Context: an optimization exercise on an open-source flow, tuned for small area and a short achievable clock period. The choices shown serve that exercise and are no tape-out recipe.
Where RTL was checked, it was by simulation tests only, not by an equivalence proof against the original.
Function not checked in runs 2 to 4: the RTL went through the layout flow alone.
Power is estimated from default activity; no workload was simulated.

[flow/run.sh]
#!/bin/bash
# synth_recipe.tcl (not shown) runs the flow's synth.tcl, then flattens the netlist and writes it again
# the make line also repeats each setting of config.mk as NAME=value (left out here)
make -C /OpenROAD-flow-scripts/flow DESIGN_CONFIG=/design/flow/config.mk WORK_HOME=/design/flow/orfs CLKGATE_MAP_FILE= SYNTH_SCRIPT=/design/flow/synth_recipe.tcl finish
[flow/config.mk]
export PLATFORM = sky130hd
export DESIGN_NAME = sd_sector_cache
export DESIGN_NICKNAME = sd_sector_cache
export VERILOG_FILES = /design/flow/design.v
export SDC_FILE = /design/flow/constraint.sdc
export NUM_CORES = 4
export LEC_CHECK = 0
export CAP_MARGIN = 20
export CORE_MARGIN = 2
export CORE_UTILIZATION = 65
export CTS_CLUSTER_DIAMETER = 80
export CTS_CLUSTER_SIZE = 30
export SETUP_SLACK_MARGIN = 1.0
export SLEW_MARGIN = 20
export TNS_END_PERCENT = 5
[flow/constraint.sdc]
create_clock -name core_clock -period 3.3 [get_ports {clk400}]
set_input_delay 0.6600 -clock core_clock [delete_from_list [all_inputs] [get_ports {clk400}]]
set_output_delay 0.6600 -clock core_clock [all_outputs]
set_load 0.01 [all_outputs]
[flow/design.v]
package sd_cache_pkg;
    localparam int SD_DEPTH = 256;
    localparam int SD_AW    = 8;
    localparam int SD_DW    = 16;
    typedef enum logic [1:0] {
        EMPTY   = 2'd0,
        FILLING = 2'd1,
        READY   = 2'd2
    } cache_state_t;
endpackage
module sd_cache_ram #(
    parameter int DEPTH = 256,
    parameter int AW    = 8,
    parameter int DW    = 16
) (
    input  logic          clk400,
    input  logic          we,
    input  logic [AW-1:0] waddr,
    input  logic [DW-1:0] wdata,
    input  logic          rd_ok,
    input  logic [AW-1:0] raddr,
    output logic [DW-1:0] rdata
);
    logic [DEPTH*DW-1:0] mem;
    logic [15:0] whi, wlo;
    for (genvar j = 0; j < 16; j++) begin : g_wdec
        assign whi[j] = we && (waddr[7:4] == 4'(j));
        assign wlo[j] = (waddr[3:0] == 4'(j));
    end
    for (genvar r = 0; r < DEPTH; r++) begin : g_row
        always_ff @(posedge clk400) begin
            if (whi[r/16] && wlo[r%16]) begin
                mem[r*DW +: DW] <= wdata;
            end
        end
    end
    localparam int NG = 16;
    localparam int NL = DEPTH / NG;
    logic [NL-1:0] lsel;
    logic [NG-1:0] gsel;
    for (genvar j = 0; j < NL; j++) begin : g_lsel
        assign lsel[j] = (raddr[3:0] == 4'(j));
    end
    for (genvar j = 0; j < NG; j++) begin : g_gsel
        assign gsel[j] = (raddr[7:4] == 4'(j));
    end
    logic [DW-1:0] lo_d, hi_d, lo_q, hi_q;
    for (genvar b = 0; b < DW; b++) begin : g_bit
        logic [NG-1:0] grp;
        for (genvar a = 0; a < NG; a++) begin : g_grp
            logic [NL-1:0] col;
            for (genvar j = 0; j < NL; j++) begin : g_col
                assign col[j] = mem[(a*NL + j)*DW + b];
            end
            assign grp[a] = |(lsel & col);
        end
        assign lo_d[b] = rd_ok && |(gsel[NG/2-1:0] & grp[NG/2-1:0]);
        assign hi_d[b] = rd_ok && |(gsel[NG-1:NG/2] & grp[NG-1:NG/2]);
    end
    always_ff @(posedge clk400) begin
        lo_q <= lo_d;
        hi_q <= hi_d;
    end
    assign rdata = lo_q | hi_q;
endmodule
module sd_sector_cache
#(
    parameter int DEPTH = sd_cache_pkg::SD_DEPTH,
    parameter int AW    = sd_cache_pkg::SD_AW,
    parameter int DW    = sd_cache_pkg::SD_DW
) (
    input  logic          clk400,
    input  logic          reset_n,
    input  logic [AW-1:0] casheAddress,
    input  logic [DW-1:0] casheValue,
    input  logic          writeCashe,
    input  logic          releaseSector,
    input  logic          rdReq,
    input  logic [AW-1:0] rdAddr,
    output logic [DW-1:0] rdData,
    output logic          rdValid,
    output logic          rdErr,
    output logic          sectorReady,
    output logic          overflow,
    output logic [AW:0]   fillCount,
    output logic [DW-1:0] checksum,
    output sd_cache_pkg::cache_state_t cacheState
);
    sd_cache_pkg::cache_state_t state;
    logic          wr_accept;
    logic          is_ready;
    always_comb begin
        is_ready  = (state == sd_cache_pkg::READY);
        wr_accept = writeCashe && !state[1] && !(state[0] && releaseSector);
    end
    sd_cache_ram #(
        .DEPTH (DEPTH),
        .AW    (AW),
        .DW    (DW)
    ) u_ram (
        .clk400 (clk400),
        .we     (wr_accept),
        .waddr  (casheAddress),
        .wdata  (casheValue),
        .rd_ok  (sectorReady),
        .raddr  (rdAddr),
        .rdata  (rdData)
    );
    always_ff @(posedge clk400 or negedge reset_n) begin
        if (!reset_n) begin
            state       <= sd_cache_pkg::EMPTY;
            sectorReady <= 1'b0;
            overflow    <= 1'b0;
            fillCount   <= '0;
            rdValid     <= 1'b0;
            rdErr       <= 1'b0;
        end else begin
            rdValid <= rdReq;
            rdErr   <= rdReq && !is_ready;
            case (state)
                sd_cache_pkg::EMPTY: begin
                    if (writeCashe) begin
                        fillCount <= {{AW{1'b0}}, 1'b1};
                        state     <= sd_cache_pkg::FILLING;
                    end
                end
                sd_cache_pkg::FILLING: begin
                    if (releaseSector) begin
                        fillCount <= '0;
                        state     <= sd_cache_pkg::EMPTY;
                    end else if (writeCashe) begin
                        fillCount <= fillCount + 1'b1;
                        if (fillCount == (AW+1)'(DEPTH - 1)) begin
                            state       <= sd_cache_pkg::READY;
                            sectorReady <= 1'b1;
                        end
                    end
                end
                sd_cache_pkg::READY: begin
                    if (releaseSector) begin
                        fillCount   <= '0;
                        overflow    <= 1'b0;
                        sectorReady <= 1'b0;
                        state       <= sd_cache_pkg::EMPTY;
                    end else if (writeCashe) begin
                        overflow <= 1'b1;
                    end
                end
                default: begin
                    state       <= sd_cache_pkg::EMPTY;
                    sectorReady <= 1'b0;
                end
            endcase
        end
    end
    always_ff @(posedge clk400 or negedge reset_n) begin
        if (!reset_n) begin
            checksum <= '0;
        end else if (releaseSector && (state != sd_cache_pkg::EMPTY)) begin
            checksum <= '0;
        end else if (wr_accept) begin
            checksum <= checksum + casheValue;
        end
    end
    assign cacheState = state;
endmodule
==> impl_metrics.py, run 1 <==
metrics = {
    "run_status": {
        "status": "finished clean",
    },
    "pwr": {
        "power_switching_mw": 21.0,
        "pwr-share-seq_pct": 62.9,
        "comb_power_share_pct": 8.8,
        "switching_share_pct": 22.7,
        "power.density_nw_per_um2": 497,
        "peakVddDrop_v": 0.000673,
        "clkPwrFrac_pct": 28.3,
        "internal_power_mw": 71.5,
        "p_leak_nw": 59.5,
    },
    "sta": {
        "fin_skew_ns": 0.0383,
        "worst_pin_slew_ns": 1.19,
        "min_period_ns": 2.72,
        "fmax_mhz": 368,
        "finalSetupViolations": 0,
        "rsz0062_at_grt": "true",
        "finalHoldViolCount": 0,
        "fin_crit_sh_pct": 82.4,
        "maxSlewHeadroom_pct": 20.7,
        "slew_violations": 0,
        "fin_setup_tns_ns": 0,
        "worst_hold_slack_ns": 0.0750,
    },
    "yosys": {
        "synth_top_family_by_area": "compound AO/OA/AOI/OAI gates",
        "synthArstFlopShare_pct": 0.745,
        "yosys_warnings": 2,
        "synth.avg_cell_area_sq_um": 16.4,
        "synth_top_area_share_pct": 77.7,
        "synth_edf_count": 4096,
        "synthSimpleGateAreaFrac_pct": 3.66,
        "synth_compound_area_share_pct": 12.6,
        "synthCells": 9638,
        "synth_area_sq_um": 158000,
        "synth_adder_area_share_pct": 0.179,
        "muxShareOfSynthArea_pct": 3.06,
        "syn_nets": 9697,
        "ys_seq_elements": 4159,
        "yosysSeqAreaShare_pct": 78.6,
        "synth.distinct_cells": 71,
        "yosys.area.top_type": "edfxtp_1",
        "ys.flop_type": "edfxtp_1",
        "synth_area_leaders": "edfxtp_1, a22oi_1, mux2i_1, nor2_1, o22ai_1",
        "synth-xor-area-share_pct": 0.0221,
    },
    "grt": {
        "met2_usage_pct": 57.7,
        "grt_max_degree": 154,
        "busiest_layer": "met2",
        "grt_antenna_before_repair": 21,
        "grt.total_usage_pct": 37.8,
        "use_met3_pct": 8.08,
        "grt_pass1_wl_um": 669000,
        "grt_pass1_vias": 92600,
        "grt-ovfl-total": 0,
        "grt.met1_usage_pct": 54.2,
    },
    "critical_path": {
        "cp_slowest_stage_delay_ns": 0.62,
        "critPathBufInv": 6,
        "path_max_fanout": 23,
        "critPathRequiredTime_ns": 4.09,
        "slowest_stage": "nand4_1",
        "end_kind": "flop",
        "start_kind": "input port",
        "crit_arrival_ns": 3.51,
        "path_class": "input port to flop",
        "crit_chain": "buf_16 -> inv_6 -> and3_4 -> buf_12 -> buf_12 -> buf_4 -> a221oi_4 -> a311oi_1 -> buf_4 -> a211oi_4 -> nand4_1 -> o31a_1",
        "critPathTopFamily": "compound AO/OA/AOI/OAI gates",
    },
    "clock_tree": {
        "h-tree-depth": 4,
        "worstSkewPairLatency_ns": 0.92,
        "cts.path.max_buffers": 3,
        "root_buffer": "clkbuf_16",
        "path_clk_slew_ns": 0.11,
        "cts_buffers": 166,
        "clock-sinks": 4159,
        "cts_hold_buffers": 0,
        "cts_tree": "done",
    },
    "final_layout": {
        "fin_nets": 10700,
        "regArea_sq_um": 124000,
        "layout_commonest_cell": "edfxtp_1",
        "finalNonFillerCells": 13900,
        "drive_gt1_share_pct": 23.2,
        "nFillCells": 13700,
        "multi_input_area_sq_um": 35600,
        "final_cell_mix": "edfxtp_1, buf_4, a22oi_1, nor2_1, mux2i_1",
        "area_growth_pct": 17.7,
    },
    "detailed_routing": {
        "initialDrtViolationCount": 15700,
        "drc": 0,
        "drtPass1Iterations": 7,
        "vias": 97900,
        "wl_um": 477000,
        "drt.antenna.violating_nets": 0,
        "avgViaCountPerCell": 7.05,
        "detail_route.wl_per_cell_um": 34.3,
    },
    "die": {
        "start_util_pct": 65.2,
        "core_area_sq_um": 243000,
        "die_w_um": 497,
        "die_h_um": 497,
        "num_rows": 181,
        "ios": 84,
        "die_area_sq_um": 247000,
    },
    "placement": {
        "post-place-cells": 13400,
        "gp_congestion": 0.926,
        "port-buffer-count": 83,
        "hpwl_um": 293000,
    },
    "hold_path": {
        "min_path_type": "input port to flop",
    },
    "run": {
        "maxCapViolations": 0,
    },
}
==> per-layer routing <==
layer / wire, um / vias to the layer above
li1: - / 40900
met5: 68 / -
met3: 58100 / 809
met2: 220000 / 6355
met4: 22500 / 12
met1: 176000 / 49800
==> final timing paths <==
kind | cells past startpoint | endpoint | slack, ns | start
min in group asynchronous | 2 | overflow | 0.16 | reset_n
max in group asynchronous | 2 | sectorReady | 2.80 | reset_n
worst min-delay path | 1 | u_ram.mem[2067] | 0.08 | casheValue[3]
worst max register to register | 8 | u_ram.lo_q[7] | 0.70 | u_ram.mem[1047]
worst min register to register | 1 | fillCount[7] | 0.51 | fillCount[7]
worst max-delay path | 12 | u_ram.lo_q[15] | 0.58 | rdAddr[3]
==> worst register-to-register path, stage by stage (launching register included) <==
cell and delay [ns]:
edfxtp_1 0.38, a22o_1 0.23, a222oi_1 0.24, buf_4 0.22, nor2_4 0.04, buf_6 0.12
a211oi_4 0.23, nand4_1 0.58, o31a_1 0.47
==> synthesized netlist by cell type (100+ instances only) <==
master    count
a31oi_1     228
a21oi_1     297
o22ai_1     398
nor2_1      808
nand2_1     372
a22oi_1     953
mux2i_1     473
edfxtp_1   4096
buf_2       100
o21ai_0     206
a221oi_1    244
o31ai_1     147
clkbuf_1    540
==> timing repair <==
action | in CTS | in global routing
gates resized for setup | 630 | 188
gates cloned | 35 | 6
setup buffers | 114 | 68
pin swaps | 217 | 162
endpoints found under the setup margin | 2155 | 2673
==> power groups by stage <==
stage | Sequential (mW) | Combinational (mW) | Clock (mW)
after floorplan | 59.5 | 3.25 | 0
after global placement | 59.4 | 6.95 | 0
after detailed placement | 59.4 | 7.08 | 0
after CTS | 58.2 | 7.71 | 26.2
after global routing | 58.2 | 8.47 | 28.0
final | 58.2 | 8.14 | 26.2
==> flip-flops by register name, summed over array words and instances, names as in the netlist <==
signal and flops:
checksum 16, rdErr 1, rdValid 1, u_ram.lo_q 16
u_ram.mem 4096, sectorReady 1, u_ram.hi_q 16, overflow 1
state 2, fillCount 9
==> cells by family after synthesis <==
family | Yosys count
muxes | 483
xor gates and xnor gates | 4
and+or+nand+nor | 1412
adders and majority gates | 22
buffers and inverters | 740
AOI/OAI and AO/OA | 2818
DFF | 4159
==> area by class of cell <==
cell class	instances	area share (%)
well taps	3202	2.15
inverters	18	0.0430
diodes	7	0.00940
repair buffers	1509	9.13
multi-input cells	4740	19.1
clock inverters	53	0.359
clock buffers	207	2.40
flip-flops and latches	4159	66.8
==> per-stage QoR <==
step / utilization, % / area, sq um / setup WS [ns] / power, mW
2_1_floorplan: - / 161000 / 0.792 / 62.7
3_3_place_gp: 72.0 / 175000 / -0.874 / 66.4
3_5_place_dp: 72.0 / 175000 / -0.889 / 66.5
4_1_cts: 76.0 / 184000 / 0.745 / 92.1
5_1_grt: 76.7 / 186000 / 0.612 / 94.6
6_report: 76.7 / 186000 / 0.581 / 92.5
==> run 2, diff against run 1 <==
--- a/flow/design.v
+++ b/flow/design.v
@@ -24,10 +24,5 @@
     logic [DEPTH*DW-1:0] mem;
-    logic [15:0] whi, wlo;
-    for (genvar j = 0; j < 16; j++) begin : g_wdec
-        assign whi[j] = we && (waddr[7:4] == 4'(j));
-        assign wlo[j] = (waddr[3:0] == 4'(j));
-    end
     for (genvar r = 0; r < DEPTH; r++) begin : g_row
         always_ff @(posedge clk400) begin
-            if (whi[r/16] && wlo[r%16]) begin
+            if (we && (waddr == AW'(r))) begin
                 mem[r*DW +: DW] <= wdata;
@@ -93,3 +88,5 @@
         is_ready  = (state == sd_cache_pkg::READY);
-        wr_accept = writeCashe && !state[1] && !(state[0] && releaseSector);
+        wr_accept = writeCashe &&
+                    ((state == sd_cache_pkg::EMPTY) ||
+                     ((state == sd_cache_pkg::FILLING) && !releaseSector));
     end
--- a/flow/config.mk
+++ b/flow/config.mk
@@ -10,6 +10,3 @@
 export CORE_UTILIZATION = 65
-export CTS_CLUSTER_DIAMETER = 80
-export CTS_CLUSTER_SIZE = 30
 export SETUP_SLACK_MARGIN = 1.0
 export SLEW_MARGIN = 20
-export TNS_END_PERCENT = 5
==> run 2 against run 1 <==
  * Clock power increased by 79%
  * Sequential power about the same
  * First-iteration DRC count increased by 6.9%
  * Worst setup slack improved by 0.13 ns
  * Combinational power decreased by 0.7%
  * Global-route usage increased by 0.30 points
  * Die area increased by 0.37%
  * Maximum frequency increased by 5.2%
  * Critical path type is now flop to flop
  * Largest cell class unchanged
  * Largest power group unchanged
  * Highest routed layer unchanged
==> impl_metrics.py, run 2 <==
metrics = {
    "critical_path": {
        "critPathBufInv": 6,
        "start_kind": "flop",
        "path_max_fanout": 16,
        "critPathTopFamily": "buffers and inverters",
        "critPathRequiredTime_ns": 3.98,
        "crit_arrival_ns": 3.26,
        "path_class": "flop to flop",
        "slowest_stage": "dfrtp_2",
        "crit_chain": "inv_2 -> ha_4 -> nor2b_4 -> o21ai_4 -> buf_4 -> nor3_4 -> buf_12 -> buf_8 -> nand2_8 -> buf_16 -> nor2_4 -> buf_12",
        "end_kind": "flop",
        "path_common_cell": "buf_12",
        "cp_slowest_stage_delay_ns": 0.42,
    },
    "sta": {
        "finalSetupViolations": 0,
        "worst_slack_ns": 0.715,
        "worst_pin_slew_ns": 1.14,
        "min_period_ns": 2.59,
        "fmax_mhz": 387,
        "fin_skew_ns": 0.0614,
        "fin_crit_sh_pct": 78.3,
        "maxSlewHeadroom_pct": 23.8,
        "finalHoldViolCount": 0,
        "slew_violations": 0,
        "worst_hold_slack_ns": 0.0811,
        "fin_setup_tns_ns": 0,
        "rsz0062_at_grt": "true",
    },
    "yosys": {
        "ys.flop_type": "edfxtp_1",
        "synth_area_leaders": "edfxtp_1, a22oi_1, mux2i_1, nor2_1, a22o_1",
        "synthCells": 9686,
        "yosys.area.top_type": "edfxtp_1",
        "syn_nets": 9745,
        "synthArstFlopShare_pct": 0.745,
        "synth_edf_count": 4096,
        "synth.distinct_cells": 62,
        "yosys_warnings": 2,
        "synth_top_area_share_pct": 77.4,
        "synth.most_common_cell": "edfxtp_1",
        "yosysSeqAreaShare_pct": 78.3,
        "synth.avg_cell_area_sq_um": 16.4,
        "synth_area_sq_um": 159000,
        "ys_seq_elements": 4159,
        "synth_common_cells": "edfxtp_1, nor2_1, a22oi_1",
    },
    "clock_tree": {
        "worstSkewPairLatency_ns": 1.01,
        "clock-sinks": 4159,
        "cts_buffers": 417,
        "path_clk_slew_ns": 0.06,
        "cts.path.max_buffers": 4,
        "root_buffer": "clkbuf_16",
        "cts_tree": "done",
        "h-tree-depth": 5,
    },
    "final_layout": {
        "area_growth_pct": 23.4,
        "final_cell_mix": "edfxtp_1, buf_4, a22oi_1, nor2_1, mux2i_1",
        "layout_commonest_cell": "edfxtp_1",
        "post-route-util_pct": 80.6,
        "finalNonFillerCells": 14400,
        "drive_gt1_share_pct": 23.8,
        "top_register": "u_ram.mem",
        "fin_nets": 10900,
        "largest_reg_flops": 4096,
    },
    "hold_path": {
        "min_path_type": "input port to flop",
    },
    "detailed_routing": {
        "avgViaCountPerCell": 7.02,
        "drc": 0,
        "drt.antenna.violating_nets": 0,
        "wl_um": 497000,
        "initialDrtViolationCount": 16800,
        "detail_route.wl_per_cell_um": 34.5,
        "drtPass1Iterations": 9,
        "vias": 101000,
    },
    "run": {
        "maxCapViolations": 0,
    },
    "pwr": {
        "peakVddDrop_v": 0.000771,
        "p_leak_nw": 64.2,
        "power.density_nw_per_um2": 578,
    },
    "grt": {
        "grt_max_degree": 148,
        "grt_pass1_vias": 95500,
        "grt-ovfl-total": 0,
        "grt_pass1_wl_um": 679000,
        "grt.total_usage_pct": 38.1,
        "grt_antenna_before_repair": 11,
    },
    "run_status": {
        "status": "finished clean",
    },
    "die": {
        "core_area_sq_um": 243000,
        "die_h_um": 498,
        "start_util_pct": 65.3,
        "die_area_sq_um": 248000,
        "ios": 84,
        "die_w_um": 498,
        "num_rows": 181,
    },
    "placement": {
        "port-buffer-count": 83,
        "post-place-cells": 13300,
        "gp_congestion": 0.919,
        "dp_slack_ns": -1.18,
        "hpwl_um": 289000,
    },
}
-- run 2: kinds of logic (layout without fill, tap and decap cells) --
logic type                 Yosys count  in the layout  synth area share (%)
AOI/OAI and AO/OA                 2745           2745                  12.6
xor gates and xnor gates             8              8                0.0441
adders and majority gates           22             22                 0.178
buffers and inverters              730           2241                  1.90
DFF                               4159           4159                  78.3
muxes                              481            481                  3.03
other                                0              3                     0
and+or+nand+nor                   1541           1543                  3.97
-- run 2: final cells by class --
| cell class | count | area [sq um] |
|---|---|---|
| sequential | 4159 | 125000 |
| fill | 12600 | 47200 |
| clock buffer | 499 | 10900 |
| clock inverter | 247 | 2530 |
| inverter | 12 | 50.0 |
| timing repair buffer | 1483 | 18500 |
| tap | 3202 | 4010 |
| antenna | 3 | 7.51 |
| multi-input combinational | 4799 | 35600 |
-- run 2: where the power goes --
part           internal [mW]  leakage (nW)  switching [mW]  total, mW
clock network           27.3          6.55            19.6       46.9
registers               58.2          37.5           0.114       58.3
logic                   2.84          20.2            5.24       8.08
-- run 2: final timing paths --
| path | start | to | slack, ns | depth (start not counted) |
|---|---|---|---|---|
| hold reg to reg | checksum[3] | checksum[3] | 0.52 | 2 |
| hold / removal | casheValue[15] | u_ram.mem[2159] | 0.08 | 1 |
| min in group asynchronous | reset_n | checksum[7] | 0.10 | 2 |
| setup reg to reg | state[1] | u_ram.mem[3404] | 0.71 | 12 |
| setup / recovery | state[1] | u_ram.mem[3404] | 0.71 | 12 |
| max in group asynchronous | reset_n | fillCount[0] | 2.87 | 2 |
-- run 2: per-stage QoR --
step                      total power [mW]  instance area (sq um)
after global placement                66.5                 174000
final                                  113                 196000
after detailed placement              66.7                 174000
after floorplan                       62.8                 162000
after global routing                   116                 196000
after CTS                              113                 191000
-- run 2: routing by layer --
layer / routed length [um] / track usage [%]
met2: 230000 / 58.0
met3: 56100 / 6.56
met4: 31900 / 20.4
met5: 106 / 0
met1: 179000 / 53.6
-- run 2: repair_timing --
item                                    4_1_cts  5_1_grt
pin swaps                                   121      152
hold buffers                                  4        1
setup buffers                               173      109
gates cloned                                 10       54
endpoints found under the hold margin        21        1
endpoints found under the setup margin     4176     4159
resized for setup                           388      612
==> run 3, diff against run 2 <==
--- a/flow/design.v
+++ b/flow/design.v
@@ -41,3 +41,3 @@
     end
-    logic [DW-1:0] lo_d, hi_d, lo_q, hi_q;
+    logic [DW-1:0] rdata_d;
     for (genvar b = 0; b < DW; b++) begin : g_bit
@@ -51,10 +51,7 @@
         end
-        assign lo_d[b] = rd_ok && |(gsel[NG/2-1:0] & grp[NG/2-1:0]);
-        assign hi_d[b] = rd_ok && |(gsel[NG-1:NG/2] & grp[NG-1:NG/2]);
+        assign rdata_d[b] = rd_ok && |(gsel & grp);
     end
     always_ff @(posedge clk400) begin
-        lo_q <= lo_d;
-        hi_q <= hi_d;
+        rdata <= rdata_d;
     end
-    assign rdata = lo_q | hi_q;
 endmodule
==> run 3 against run 2 <==
  * Largest cell class unchanged
  * Via count fell by 8.7%
  * Die area fell by 4.6%
  * Clock-buffer cell count decreased by 9
  * Clock power shrank 4.9%
==> impl_metrics.py, run 3 <==
metrics = {
    "run_status": {
        "status": "finished clean",
    },
    "placement": {
        "gp_congestion": 0.947,
        "dp_slack_ns": -1.27,
        "hpwl_um": 270000,
        "port-buffer-count": 83,
    },
    "pwr": {
        "power.density_nw_per_um2": 580,
        "p_leak_nw": 61.9,
        "peakVddDrop_v": 0.000586,
        "power_mw": 110,
    },
    "yosys": {
        "synth.avg_cell_area_sq_um": 18.7,
        "synth_common_cells": "edfxtp_1, a22oi_1, nor2_1",
        "synth_compound_area_share_pct": 10.2,
        "yosysSeqAreaShare_pct": 81.9,
        "ys.flop_type": "edfxtp_1",
        "synth.most_common_cell": "edfxtp_1",
        "synthArstFlopShare_pct": 0.748,
        "synth_area_leaders": "edfxtp_1, a22oi_1, a222oi_1, nand4_1, mux2_2",
        "synth_top_family_by_area": "compound AO/OA/AOI/OAI gates",
        "synth_adder_area_share_pct": 0.187,
        "yosys.area.top_type": "edfxtp_1",
        "synth.distinct_cells": 68,
        "synthCells": 8108,
        "synthSimpleGateAreaFrac_pct": 3.48,
        "ys_seq_elements": 4143,
        "synth_top_area_share_pct": 81.2,
        "syn_nets": 8167,
        "muxShareOfSynthArea_pct": 2.69,
        "synth-xor-area-share_pct": 0.0520,
        "synth_area_sq_um": 151000,
        "yosys_warnings": 2,
        "synth_edf_count": 4096,
    },
    "detailed_routing": {
        "wl_um": 471000,
        "routed-wl-met2_um": 214000,
        "highest_layer": "met5",
        "vias": 92300,
        "detail_route.wl_per_cell_um": 36.5,
        "met1_length_um": 169000,
        "drt.antenna.violating_nets": 0,
        "drtPass1Iterations": 14,
        "avgViaCountPerCell": 7.15,
        "wl_met3_um": 59500,
        "initialDrtViolationCount": 17700,
        "drc": 0,
    },
    "critical_path": {
        "path_class": "input port to flop",
        "end_kind": "flop",
        "worst_r2r_startpoint": "state[0]",
        "crit_start": "rdAddr[2]",
        "start_kind": "input port",
        "critPathRequiredTime_ns": 4.16,
        "crit_arrival_ns": 3.74,
        "path_max_fanout": 43,
    },
    "sta": {
        "maxSlewHeadroom_pct": 15.8,
        "fmax_mhz": 347,
        "min_period_ns": 2.89,
        "worst_pin_slew_ns": 1.26,
        "slew_violations": 0,
        "fin_skew_ns": 0.0401,
        "finalSetupViolations": 0,
        "rsz0062_at_grt": "true",
        "fin_crit_sh_pct": 87.4,
        "finalHoldViolCount": 0,
        "worst_slack_ns": 0.414,
    },
    "clock_tree": {
        "worstSkewPairLatency_ns": 0.97,
        "root_buffer": "clkbuf_16",
        "clock-sinks": 4143,
        "cts_tree": "done",
        "path_clk_slew_ns": 0.06,
        "h-tree-depth": 5,
        "cts.path.max_buffers": 4,
        "cts_buffers": 408,
    },
    "grt": {
        "grt.total_usage_pct": 38.0,
        "grt-ovfl-total": 0,
        "grt_pass1_wl_um": 636000,
        "grt_antenna_before_repair": 24,
        "grt_max_degree": 165,
        "grt_pass1_vias": 86700,
    },
    "final_layout": {
        "drive_gt1_share_pct": 27.4,
        "largestRegisters": "u_ram.mem x4096, checksum x16, u_ram.rdata x16",
        "area_growth_pct": 24.8,
        "largest_reg_flops": 4096,
        "top_register": "u_ram.mem",
        "fin_nets": 9606,
        "layout_commonest_cell": "edfxtp_1",
        "final_cell_mix": "edfxtp_1, a22oi_1, buf_4, clkbuf_16, buf_12",
        "nFillCells": 11400,
    },
    "hold_path": {
        "min_path_type": "input port to flop",
        "hp-start": "casheValue[0]",
    },
    "die": {
        "die_w_um": 487,
        "start_util_pct": 65.3,
        "num_rows": 177,
        "core_area_sq_um": 232000,
        "die_area_sq_um": 237000,
        "ios": 84,
        "die_h_um": 487,
    },
    "run": {
        "maxCapViolations": 0,
    },
}
## run 3: area by class of cell
type | instances | area [sq um] | area share [%]
clock buffers | 490 | 10600 | 5.62
repair buffers | 1535 | 19900 | 10.5
diodes | 7 | 17.5 | 0.00927
multi-input cells | 3447 | 28400 | 15.0
well taps | 3043 | 3810 | 2.02
inverters | 12 | 50.0 | 0.0265
clock inverters | 229 | 2000 | 1.06
flip-flops and latches | 4143 | 124000 | 65.7
## run 3: stage by stage
step	cells	area [sq um]	hold slack, ns	utilization, %	setup TNS, ns
after floorplan	8108	154000	0.364	-	0
after global placement	11800	168000	0.504	72.5	-20.01
after detailed placement	11800	168000	0.512	72.5	-18.92
after CTS	12700	184000	0.0121	79.1	0
after global routing	12900	189000	0.0189	81.4	0
final	12900	189000	0.0479	81.4	0
## run 3: cell families after synthesis
| family | count (synthesis) |
|---|---|
| mux | 316 |
| buf+inv | 518 |
| compound gates | 2030 |
| simple gates | 1070 |
| fa+ha+maj | 22 |
| xor+xnor | 9 |
| flops | 4143 |
## run 3: worst paths after layout
path	to	slack (ns)	cells after the start
worst min-delay path	checksum[0]	0.05	3
worst min register to register	fillCount[5]	0.51	1
min in group asynchronous	checksum[3]	0.11	2
max in group asynchronous	state[0]	2.84	2
worst max register to register	u_ram.mem[188]	0.55	12
worst max-delay path	u_ram.rdata[3]	0.41	14
## run 3: timing repair
item / in CTS / in global routing
gates cloned: 22 / 40
setup endpoints to repair: 4139 / 4162
hold buffers: 4 / 0
buffers inserted: 111 / 186
gates resized for setup: 306 / 579
pin swaps: 132 / 185
hold endpoints to repair: 37 / 0
## run 3: critical path, stage by stage
cell      delay, ns
buf_4          0.16
buf_12         0.15
nand2b_4       0.19
buf_4          0.14
nor2_4         0.06
buf_12         0.19
buf_12         0.25
a22oi_1        0.24
nand4_1        0.22
o21ai_1        0.36
buf_4          0.20
nand4_1        0.34
buf_4          0.27
o31a_1         0.23
## run 3: power breakdown
part / switching [mW] / internal (mW)
clock: 19.1 / 25.4
combinational: 4.35 / 2.54
sequential: 0.127 / 58.0
total: 23.6 / 86.0
## run 3: metal layers
metal / GRT usage (%) / up-vias
li1: - / 37200
met1: 54.5 / 46900
met2: 57.3 / 7124
met3: 7.62 / 1140
met4: 17.5 / 16
met5: 0 / -
==> run 4, diff against run 3 <==
--- a/flow/design.v
+++ b/flow/design.v
@@ -16,2 +16,3 @@
     input  logic          clk400,
+    input  logic          reset_n,
     input  logic          we,
@@ -19,3 +20,3 @@
     input  logic [DW-1:0] wdata,
-    input  logic          rd_ok,
+    input  logic          re,
     input  logic [AW-1:0] raddr,
@@ -23,34 +24,14 @@
 );
-    logic [DEPTH*DW-1:0] mem;
-    for (genvar r = 0; r < DEPTH; r++) begin : g_row
-        always_ff @(posedge clk400) begin
-            if (we && (waddr == AW'(r))) begin
-                mem[r*DW +: DW] <= wdata;
-            end
+    logic [DW-1:0] mem [DEPTH];
+    always_ff @(posedge clk400) begin
+        if (we) begin
+            mem[waddr] <= wdata;
         end
     end
-    localparam int NG = 16;
-    localparam int NL = DEPTH / NG;
-    logic [NL-1:0] lsel;
-    logic [NG-1:0] gsel;
-    for (genvar j = 0; j < NL; j++) begin : g_lsel
-        assign lsel[j] = (raddr[3:0] == 4'(j));
-    end
-    for (genvar j = 0; j < NG; j++) begin : g_gsel
-        assign gsel[j] = (raddr[7:4] == 4'(j));
-    end
-    logic [DW-1:0] rdata_d;
-    for (genvar b = 0; b < DW; b++) begin : g_bit
-        logic [NG-1:0] grp;
-        for (genvar a = 0; a < NG; a++) begin : g_grp
-            logic [NL-1:0] col;
-            for (genvar j = 0; j < NL; j++) begin : g_col
-                assign col[j] = mem[(a*NL + j)*DW + b];
-            end
-            assign grp[a] = |(lsel & col);
+    always_ff @(posedge clk400 or negedge reset_n) begin
+        if (!reset_n) begin
+            rdata <= '0;
+        end else if (re) begin
+            rdata <= mem[raddr];
         end
-        assign rdata_d[b] = rd_ok && |(gsel & grp);
-    end
-    always_ff @(posedge clk400) begin
-        rdata <= rdata_d;
     end
@@ -82,8 +63,11 @@
     logic          wr_accept;
-    logic          is_ready;
+    logic          rd_hit;
+    logic          zero_data;
+    logic [DW-1:0] ram_q;
     always_comb begin
-        is_ready  = (state == sd_cache_pkg::READY);
-        wr_accept = writeCashe &&
-                    ((state == sd_cache_pkg::EMPTY) ||
-                     ((state == sd_cache_pkg::FILLING) && !releaseSector));
+        wr_accept = 1'b0;
+        if (writeCashe) begin
+            wr_accept = (state == sd_cache_pkg::EMPTY) || ((state == sd_cache_pkg::FILLING) && !releaseSector);
+        end
+        rd_hit = rdReq && (state == sd_cache_pkg::READY);
     end
@@ -94,9 +78,10 @@
     ) u_ram (
-        .clk400 (clk400),
-        .we     (wr_accept),
-        .waddr  (casheAddress),
-        .wdata  (casheValue),
-        .rd_ok  (sectorReady),
-        .raddr  (rdAddr),
-        .rdata  (rdData)
+        .clk400  (clk400),
+        .reset_n (reset_n),
+        .we      (wr_accept),
+        .waddr   (casheAddress),
+        .wdata   (casheValue),
+        .re      (rd_hit),
+        .raddr   (rdAddr),
+        .rdata   (ram_q)
     );
@@ -110,5 +95,9 @@
             rdErr       <= 1'b0;
+            zero_data   <= 1'b0;
         end else begin
             rdValid <= rdReq;
-            rdErr   <= rdReq && !is_ready;
+            rdErr   <= rdReq && (state != sd_cache_pkg::READY);
+            if (rdReq) begin
+                zero_data <= (state != sd_cache_pkg::READY);
+            end
             case (state)
@@ -158,2 +147,3 @@
     end
+    assign rdData     = zero_data ? '0 : ram_q;
     assign cacheState = state;
--- a/flow/config.mk
+++ b/flow/config.mk
@@ -9,4 +9,3 @@
 export CORE_MARGIN = 2
-export CORE_UTILIZATION = 65
-export SETUP_SLACK_MARGIN = 1.0
+export CORE_UTILIZATION = 50
 export SLEW_MARGIN = 20
==> run 4 against run 3 <==
  * Non-clock buffer count shrank 717
  * First-iteration DRC count down 45%
  * Power up 1.6%
  * Clock-buffer cell count grew 21
  * Clock power up 4%
  * Cell area shrank 0.65%
  * Hold slack better by 0.039 ns
  * Via count decreased by 19%
  * Register-to-register slack worse by 0.26 ns
  * Maximum frequency fell by 12%
  * Largest cell class unchanged
==> impl_metrics.py, run 4 <==
metrics = {
    "yosys": {
        "synth_area_sq_um": 159000,
        "synthCells": 6483,
        "synth_top_area_share_pct": 77.3,
        "syn_nets": 6541,
        "synth_common_cells": "edfxtp_1, mux4_2, nor2_1",
        "synth.avg_cell_area_sq_um": 24.5,
        "synth.most_common_cell": "edfxtp_1",
        "yosysSeqAreaShare_pct": 78.1,
        "synthArstFlopShare_pct": 1.16,
        "ys_seq_elements": 4144,
        "yosys.area.top_type": "edfxtp_1",
        "synth_area_leaders": "edfxtp_1, mux4_2, dfrtp_1, nor2_1, clkbuf_1",
        "synth.distinct_cells": 43,
        "synth_edf_count": 4096,
        "ys.flop_type": "edfxtp_1",
        "yosys_warnings": 2,
    },
    "detailed_routing": {
        "vias": 74800,
        "initialDrtViolationCount": 9831,
        "drt.antenna.violating_nets": 0,
        "drc": 0,
        "drtPass1Iterations": 5,
        "avgViaCountPerCell": 6.28,
        "wl_um": 408000,
        "detail_route.wl_per_cell_um": 34.3,
    },
    "clock_tree": {
        "h-tree-depth": 5,
        "cts_buffers": 417,
        "cts.path.max_buffers": 4,
        "clock-sinks": 4144,
        "cts_tree": "done",
        "path_clk_slew_ns": 0.06,
        "worstSkewPairLatency_ns": 0.96,
        "root_buffer": "clkbuf_16",
    },
    "critical_path": {
        "ff2ff_path_depth": 6,
        "critPathRequiredTime_ns": 4.07,
        "path_common_cell": "buf_12",
        "crit_chain": "buf_16 -> buf_12 -> buf_12 -> buf_12 -> mux4_2 -> mux4_2 -> mux2_2 -> a22oi_1 -> nand4b_1",
        "path_class": "input port to flop",
        "slowest_stage": "a22oi_1",
        "start_kind": "input port",
        "path_max_fanout": 21,
        "end_kind": "flop",
        "crit_arrival_ns": 4.07,
        "cp_slowest_stage_delay_ns": 0.86,
    },
    "grt": {
        "grt.total_usage_pct": 25.4,
        "grt-ovfl-total": 0,
        "grt_antenna_before_repair": 33,
        "grt_max_degree": 209,
        "grt_pass1_wl_um": 578000,
        "grt_pass1_vias": 75500,
    },
    "run_status": {
        "status": "finished clean",
    },
    "sta": {
        "worst_pin_slew_ns": 1.16,
        "maxSlewHeadroom_pct": 22.6,
        "fin_setup_tns_ns": 0,
        "fin_skew_ns": 0.0524,
        "slew_violations": 0,
        "rsz0062_at_grt": "false",
        "fmax_mhz": 303,
        "finalHoldViolCount": 0,
        "finalSetupViolations": 0,
        "min_period_ns": 3.30,
        "fin_crit_sh_pct": 99.9,
    },
    "final_layout": {
        "regArea_sq_um": 124000,
        "layout_commonest_cell": "edfxtp_1",
        "area_growth_pct": 18.0,
        "finalNonFillerCells": 11900,
        "drive_gt1_share_pct": 36.0,
        "nFillCells": 21900,
        "post-route-util_pct": 59.2,
        "final_cell_mix": "edfxtp_1, mux4_2, clkbuf_16, buf_12, buf_4",
        "largest_reg_flops": 4096,
        "largestRegisters": "u_ram.mem x4096, checksum x16, u_ram.rdata x16",
        "multi_input_area_sq_um": 33600,
        "fin_nets": 7434,
        "top_register": "u_ram.mem",
    },
    "die": {
        "die_area_sq_um": 323000,
        "core_area_sq_um": 317000,
        "die_h_um": 568,
        "start_util_pct": 50.1,
        "ios": 84,
        "num_rows": 207,
        "die_w_um": 568,
    },
    "hold_path": {
        "min_path_type": "input port to flop",
        "hold_path_depth": 1,
    },
    "run": {
        "maxCapViolations": 0,
    },
    "pwr": {
        "p_leak_nw": 59.0,
        "peakVddDrop_v": 0.000481,
        "power.density_nw_per_um2": 593,
    },
    "placement": {
        "hpwl_um": 246000,
        "post-place-cells": 11100,
        "port-buffer-count": 83,
        "gp_congestion": 0.825,
    },
}
run 4: cells by family after synthesis:
group	Yosys count	share of synthesized area (%)
compound gates	121	0.479
buf+inv	353	0.974
flops	4144	78.1
fa+ha+maj	21	0.170
xor+xnor	12	0.0661
simple gates	456	1.22
mux	1376	19.0
run 4: metal layers:
metal	global-route usage (%)	up-vias	share of wire (%)
li1	-	29900	-
met1	37.7	41100	41
met2	39.6	3338	48
met3	4.67	492	8.6
met4	6.38	2	2.6
met5	0	-	0.0029
run 4: area by class of cell:
cell class                      count  area share [%]
Sequential cell                  4144            66.2
Multi-Input combinational cell   1986            17.9
Timing Repair Buffer              818            5.97
Clock buffer                      511            5.81
Tap cell                         4180            2.79
Clock inverter                    263            1.35
Inverter                            9          0.0180
Antenna cell                       10          0.0133
run 4: worst paths after layout:
path | start | endpoint | slack [ns]
max in group asynchronous | reset_n | u_ram.rdata[7] | 2.24
max reg2reg | u_ram.mem[215][8] | u_ram.rdata[8] | 0.29
min | casheValue[13] | u_ram.mem[207][13] | 0.09
min in group asynchronous | reset_n | fillCount[4] | 0.44
min reg2reg | checksum[11] | checksum[11] | 0.53
max | rdAddr[0] | u_ram.rdata[10] | 0.002
run 4: what timing repair did:
item | in CTS | in global routing
buffers inserted | 0 | 0
endpoints found under the hold margin | 52 | 0
setup endpoints to repair | 0 | 1
resized for setup | 0 | 1
hold buffers | 3 | 0
run 4: report_power, final:
| group | switching (mW) | internal [mW] |
|---|---|---|
| Combinational | 3.84 | 2.91 |
| Clock | 19.9 | 26.5 |
| Sequential | 0.150 | 58.0 |
run 4: through the flow:
stage	setup WS (ns)	power [mW]	cell area (sq um)	hold slack (ns)
2_1_floorplan	0.0377	62.7	159000	0.364
3_3_place_gp	-0.910	65.9	174000	0.484
3_5_place_dp	-0.961	66.1	174000	0.519
4_1_cts	0.0526	112	188000	0.0165
5_1_grt	0.0901	115	188000	0.0673
6_report	0.00239	111	188000	0.0874
run 4: critical path, delay by kind of cell:
kind,cells,cell delay (ns)
AOI/OAI and AO/OA,1,0.86
and+or+nand+nor,1,0.19
muxes,3,1.43
buffers and inverters,4,0.83

[static timing again, ports no longer ideal]
Ports are ideal in the flow. The routed layouts listed here were re-timed in OpenROAD. Step 1 assumes that a clkbuf_16 drives the clock port and a buf_2 every other input. Step 2 moves the port delays by t, midway between the first and last clock arrival at a register: inputs arrive t later, outputs are due t later. That takes back most of the time a late clock gives input paths. a / b / c = ideal / step 1 / step 2; a / b = the first two.
run | t, ns | setup WS [ns] | hold slack, ns | latest minus earliest clock arrival (ns)
run 1 | 0.988 | 0.581 / 0.593 / -0.395 | 0.075 / 0.037 / 0.511 | 0.053 / 0.053
run 2 | 1.088 | 0.715 / 0.715 / -0.346 | 0.081 / 0.019 / 0.517 | 0.074 / 0.074
run 3 | 1.058 | 0.414 / 0.448 / -0.610 | 0.048 / -0.010 / 0.514 | 0.054 / 0.054
run 4 | 1.030 | 0.002 / 0.019 / -1.011 | 0.087 / 0.069 / 0.534 | 0.065 / 0.065
Met with ideal ports but missed after step 2: setup timing in every run listed. The setup slack of run 2, which loses most, moves by 0.000 ns with the drivers and by -1.061 ns with both steps.
